This design comes from an exercise in tuning for small area, a short achievable clock period and few clock cycles per item on the open sky130 flow, not from production work. At most, simulation tests tie the RTL to the original design; equivalence was not proved.

== rev 12 ==
// range_gen_2d
module range_gen_2d (
  input  logic         clk,
  input  logic         reset,
  input  logic         start,
  input  logic [W-1:0] x_tag,
  input  logic [W-1:0] y_tag,
  input  logic [W-1:0] x0,
  input  logic [W-1:0] x1,
  input  logic [W-1:0] x2,
  input  logic [W-1:0] x3,
  input  logic [W-1:0] y0,
  input  logic [W-1:0] y1,
  input  logic [W-1:0] y2,
  input  logic [W-1:0] y3,
  output logic         busy,
  output logic         done,
  output logic [W-1:0] r0,
  output logic [W-1:0] r1,
  output logic [W-1:0] r2,
  output logic [W-1:0] r3,
  output logic [3:0]   ovf
);
==> module absdiff, before the edit <==
module absdiff (
  input  logic [15:0] t,
  input  logic [15:0] a,
  output logic [15:0] d
);
  logic [4:0][15:0] gl, pl;    
  logic [15:0] g, p, c, s;
  logic        cout;
  assign g = t & ~a;
  assign p = ~(t ^ a);
  assign gl[0] = g;
  assign pl[0] = p;
  genvar l, i;
  generate
    for (l = 0; l < 4; l++) begin : g_lvl
      for (i = 0; i < 16; i++) begin : g_bit
        if (((i >> l) & 1) == 1) begin : g_join
          localparam int J = ((i >> l) << l) - 1;
          assign gl[l+1][i] = gl[l][i] | (pl[l][i] & gl[l][J]);
          assign pl[l+1][i] = pl[l][i] & pl[l][J];
        end else begin : g_pass
          assign gl[l+1][i] = gl[l][i];
          assign pl[l+1][i] = pl[l][i];
        end
      end
    end
  endgenerate
  assign cout = gl[4][15];
  assign c[0] = cout;
  assign c[15:1] = gl[4][14:0] | (pl[4][14:0] & {15{cout}});
  assign s = p ^ c;
  assign d = s ^ {16{~cout}};
endmodule
==> module range_gen_2d, before the edit <==
module range_gen_2d (
  input  logic         clk,
  input  logic         reset,
  input  logic         start,
  input  logic [W-1:0] x_tag,
  input  logic [W-1:0] y_tag,
  input  logic [W-1:0] x0,
  input  logic [W-1:0] x1,
  input  logic [W-1:0] x2,
  input  logic [W-1:0] x3,
  input  logic [W-1:0] y0,
  input  logic [W-1:0] y1,
  input  logic [W-1:0] y2,
  input  logic [W-1:0] y3,
  output logic         busy,
  output logic         done,
  output logic [W-1:0] r0,
  output logic [W-1:0] r1,
  output logic [W-1:0] r2,
  output logic [W-1:0] r3,
  output logic [3:0]   ovf
);
  localparam logic [4:0] LAST = 5'd19;
  logic         busy_q, done_q, fin_q;
  logic [4:0]   c_q;
  logic [3:0]   sel_q;              
  logic [3:0]   ld_q, act_q;        
  logic         busy_d;
  logic [4:0]   c_d;
  logic [W-1:0] tx_q, ty_q;
  logic [3:0][2*W-1:0] a_q;         
  logic [W-1:0] dx_q, dy_q;
  logic [SQ_W-1:0] ra_q, rb_q;
  logic [3:0][REM_W-1:0]  rem_q;
  logic [3:0][ROOT_W-1:0] root_q;
  logic [3:0][W-1:0] r_q;
  logic [3:0]   ovf_q;
  logic [3:0][2*W-1:0] a_in;
  logic [2*W-1:0] a_sel;
  logic [W-1:0] dx, dy;
  logic [SQ_W-1:0] ra, rb, sq;
  logic [REM_W-1:0]  rem1, rem2;
  logic [ROOT_W-1:0] root1, root2;
  logic [3:0][REM_W-1:0]  rem_n;
  logic [3:0][ROOT_W-1:0] root_n;
  assign a_in[0] = {x0, y0};
  assign a_in[1] = {x1, y1};
  assign a_in[2] = {x2, y2};
  assign a_in[3] = {x3, y3};
  always_comb begin
    a_sel = '0;
    for (int i = 0; i < 4; i++) begin
      a_sel = a_sel | (a_q[i] & {(2*W){sel_q[i]}});
    end
  end
  absdiff u_adx (.t(tx_q), .a(a_sel[2*W-1:W]), .d(dx));
  absdiff u_ady (.t(ty_q), .a(a_sel[W-1:0]),   .d(dy));
  sq_tree u_sq (
    .x  (dx_q),
    .y  (dy_q),
    .ra (ra),
    .rb (rb)
  );
  assign sq = ra_q + rb_q;
  isqrt_seq u_step1 (
    .rem    ('0),
    .root   ({{(ROOT_W-1){1'b0}}, sq[SQ_W-1]}),
    .pair   (sq[31:30]),
    .rem_n  (rem1),
    .root_n (root1)
  );
  isqrt_seq u_step2 (
    .rem    ({{(REM_W-2){1'b0}}, rem1[1:0]}),
    .root   ({{(ROOT_W-2){1'b0}}, root1[1:0]}),
    .pair   (sq[29:28]),
    .rem_n  (rem2),
    .root_n (root2)
  );
  genvar k;
  generate
    for (k = 0; k < 4; k++) begin : g_eng
      isqrt_seq u_step (
        .rem    (rem_q[k]),
        .root   (root_q[k]),
        .pair   (a_q[k][2*W-1 -: 2]),
        .rem_n  (rem_n[k]),
        .root_n (root_n[k])
      );
    end
  endgenerate
  always_ff @(posedge clk) begin
    if (!busy_q) begin
      tx_q <= x_tag;
      ty_q <= y_tag;
    end
    dx_q <= dx;
    dy_q <= dy;
    ra_q <= ra;
    rb_q <= rb;
    for (int i = 0; i < 4; i++) begin
      if (!busy_q) begin
        a_q[i] <= a_in[i];
      end else if (ld_q[i]) begin
        a_q[i] <= {sq[2*W-5:0], 4'b0000};
      end else if (act_q[i]) begin
        a_q[i] <= {a_q[i][2*W-3:0], 2'b00};
      end
      if (ld_q[i]) begin
        rem_q[i]  <= {{(REM_W-4){1'b0}}, rem2[3:0]};
        root_q[i] <= {{(ROOT_W-3){1'b0}}, root2[2:0]};
      end else if (act_q[i]) begin
        rem_q[i]  <= rem_n[i];
        root_q[i] <= root_n[i];
      end
    end
  end
  always_comb begin
    busy_d = busy_q;
    c_d    = c_q + 5'd1;
    if (!busy_q) begin
      busy_d = start;
      c_d    = '0;
    end else if (fin_q) begin
      busy_d = 1'b0;
    end
  end
  always_ff @(posedge clk or negedge reset) begin
    if (!reset) begin
      busy_q <= 1'b0;
      done_q <= 1'b0;
      fin_q  <= 1'b0;
      c_q    <= '0;
      sel_q  <= '0;
      ld_q   <= '0;
      act_q  <= '0;
      r_q    <= '0;
      ovf_q  <= '0;
    end else begin
      busy_q <= busy_d;
      c_q    <= c_d;
      done_q <= fin_q;
      fin_q  <= busy_d && (c_d == LAST);
      sel_q  <= (!busy_q) ? 4'b0001 : {sel_q[2:0], 1'b0};
      for (int i = 0; i < 4; i++) begin
        ld_q[i]  <= busy_d && (c_d == 5'(i + 2));
        act_q[i] <= busy_d && (c_d >= 5'(i + 3)) && (c_d <= 5'(i + 16));
      end
      if (fin_q) begin
        for (int i = 0; i < 3; i++) begin
          r_q[i]   <= root_q[i][ROOT_W-1] ? SAT_MAX : root_q[i][W-1:0];
          ovf_q[i] <= root_q[i][ROOT_W-1];
        end
        r_q[3]   <= root_n[3][ROOT_W-1] ? SAT_MAX : root_n[3][W-1:0];
        ovf_q[3] <= root_n[3][ROOT_W-1];
      end
    end
  end
  assign busy = busy_q;
  assign done = done_q;
  assign r0   = r_q[0];
  assign r1   = r_q[1];
  assign r2   = r_q[2];
  assign r3   = r_q[3];
  assign ovf  = ovf_q;
endmodule
clock: 13.0 ns
lec_check: 0
cap_margin: 20
core_margin: 2
core_utilization: 40
slew_margin: 20
standard.sh (not shown) runs the stock make flow with config.mk's settings and CLKGATE_MAP_FILE= SYNTH_SCRIPT=/design/flow/synth_recipe.tcl, a recipe that flattens the netlist after the stock synthesis.
==> flow/flow/run.sh <==
#!/bin/bash
# The standard layout (standard.sh) with changes to how it is made only:
#  - the port buffers that buffer_ports inserts are plain buf_2 cells.
# Constraints, period and every other setting are the standard flow's own. make's full
# output goes to standard.log here; ORFS's per-step logs stay under orfs/logs.
set -euo pipefail
bash standard.sh SETUP_SLACK_MARGIN=9.5 TNS_END_PERCENT=0 \
  "BUFFER_PORTS_ARGS=-buffer_cell sky130_fd_sc_hd__buf_2" \
  finish > standard.log 2>&1
--- input diff rev 12..rev 13 ---
--- a/flow/design.v
+++ b/flow/design.v
@@ -1486,39 +1486,6 @@
   assign ra[32] = 1'b0;
   assign rb[32] = 1'b0;
 endmodule
-module absdiff (
-  input  logic [15:0] t,
-  input  logic [15:0] a,
-  output logic [15:0] d
-);
-  logic [4:0][15:0] gl, pl;    
-  logic [15:0] g, p, c, s;
-  logic        cout;
-  assign g = t & ~a;
-  assign p = ~(t ^ a);
-  assign gl[0] = g;
-  assign pl[0] = p;
-  genvar l, i;
-  generate
-    for (l = 0; l < 4; l++) begin : g_lvl
-      for (i = 0; i < 16; i++) begin : g_bit
-        if (((i >> l) & 1) == 1) begin : g_join
-          localparam int J = ((i >> l) << l) - 1;
-          assign gl[l+1][i] = gl[l][i] | (pl[l][i] & gl[l][J]);
-          assign pl[l+1][i] = pl[l][i] & pl[l][J];
-        end else begin : g_pass
-          assign gl[l+1][i] = gl[l][i];
-          assign pl[l+1][i] = pl[l][i];
-        end
-      end
-    end
-  endgenerate
-  assign cout = gl[4][15];
-  assign c[0] = cout;
-  assign c[15:1] = gl[4][14:0] | (pl[4][14:0] & {15{cout}});
-  assign s = p ^ c;
-  assign d = s ^ {16{~cout}};
-endmodule
 import range_gen_pkg::*;
 module range_gen_2d (
   input  logic         clk,
@@ -1559,6 +1526,7 @@
   logic [3:0]   ovf_q;
   logic [3:0][2*W-1:0] a_in;
   logic [2*W-1:0] a_sel;
+  logic [W:0]   dxp, dxn, dyp, dyn;
   logic [W-1:0] dx, dy;
   logic [SQ_W-1:0] ra, rb, sq;
   logic [REM_W-1:0]  rem1, rem2;
@@ -1574,9 +1542,13 @@
     for (int i = 0; i < 4; i++) begin
       a_sel = a_sel | (a_q[i] & {(2*W){sel_q[i]}});
     end
+    dxp = {1'b0, tx_q} - {1'b0, a_sel[2*W-1:W]};
+    dxn = {1'b0, a_sel[2*W-1:W]} - {1'b0, tx_q};
+    dyp = {1'b0, ty_q} - {1'b0, a_sel[W-1:0]};
+    dyn = {1'b0, a_sel[W-1:0]} - {1'b0, ty_q};
+    dx  = dxp[W] ? dxn[W-1:0] : dxp[W-1:0];
+    dy  = dyp[W] ? dyn[W-1:0] : dyp[W-1:0];
   end
-  absdiff u_adx (.t(tx_q), .a(a_sel[2*W-1:W]), .d(dx));
-  absdiff u_ady (.t(ty_q), .a(a_sel[W-1:0]),   .d(dy));
   sq_tree u_sq (
     .x  (dx_q),
     .y  (dy_q),
Results
Routed via count divided by cell count across rev 13 and rev 12: no real change.
Via count of the first global-routing pass (rev 12 / rev 13): 0.931
Changes observed in rev 13 relative to rev 12: initial core utilization about even; area of the die rose about 6%; via count rose 1886.
Testbench counts of rev 13, summed over its fixed seeds: cycles 10,752, items 512.
Only the layout flow was run in rev 12; the RTL was not checked for function there.

## re-timing with driven ports
The flow's constraints put no driver on any port. The routed layouts listed below were extracted and timed again, unchanged, in two steps.
Step 1, drivers: a clkbuf_16 drives clk and a buf_2 each remaining input, both assumed.
Step 2 times the ports against the registers' clock, not the clock port: input delays grow and output delays shrink by t, the midpoint of the rising clock arrivals with the driver on.
Slacks: ideal ports / drivers / drivers and shift; pairs: ideal ports / drivers.
run | t, ns | setup slack, ns | latest minus earliest clock arrival (ns)
rev 12 | 0.690 | 8.871 / 8.853 / 8.871 | 0.036 / 0.037
rev 13 | 0.680 | 9.127 / 9.084 / 9.127 | 0.050 / 0.050
After both steps every run listed still meets setup and hold.
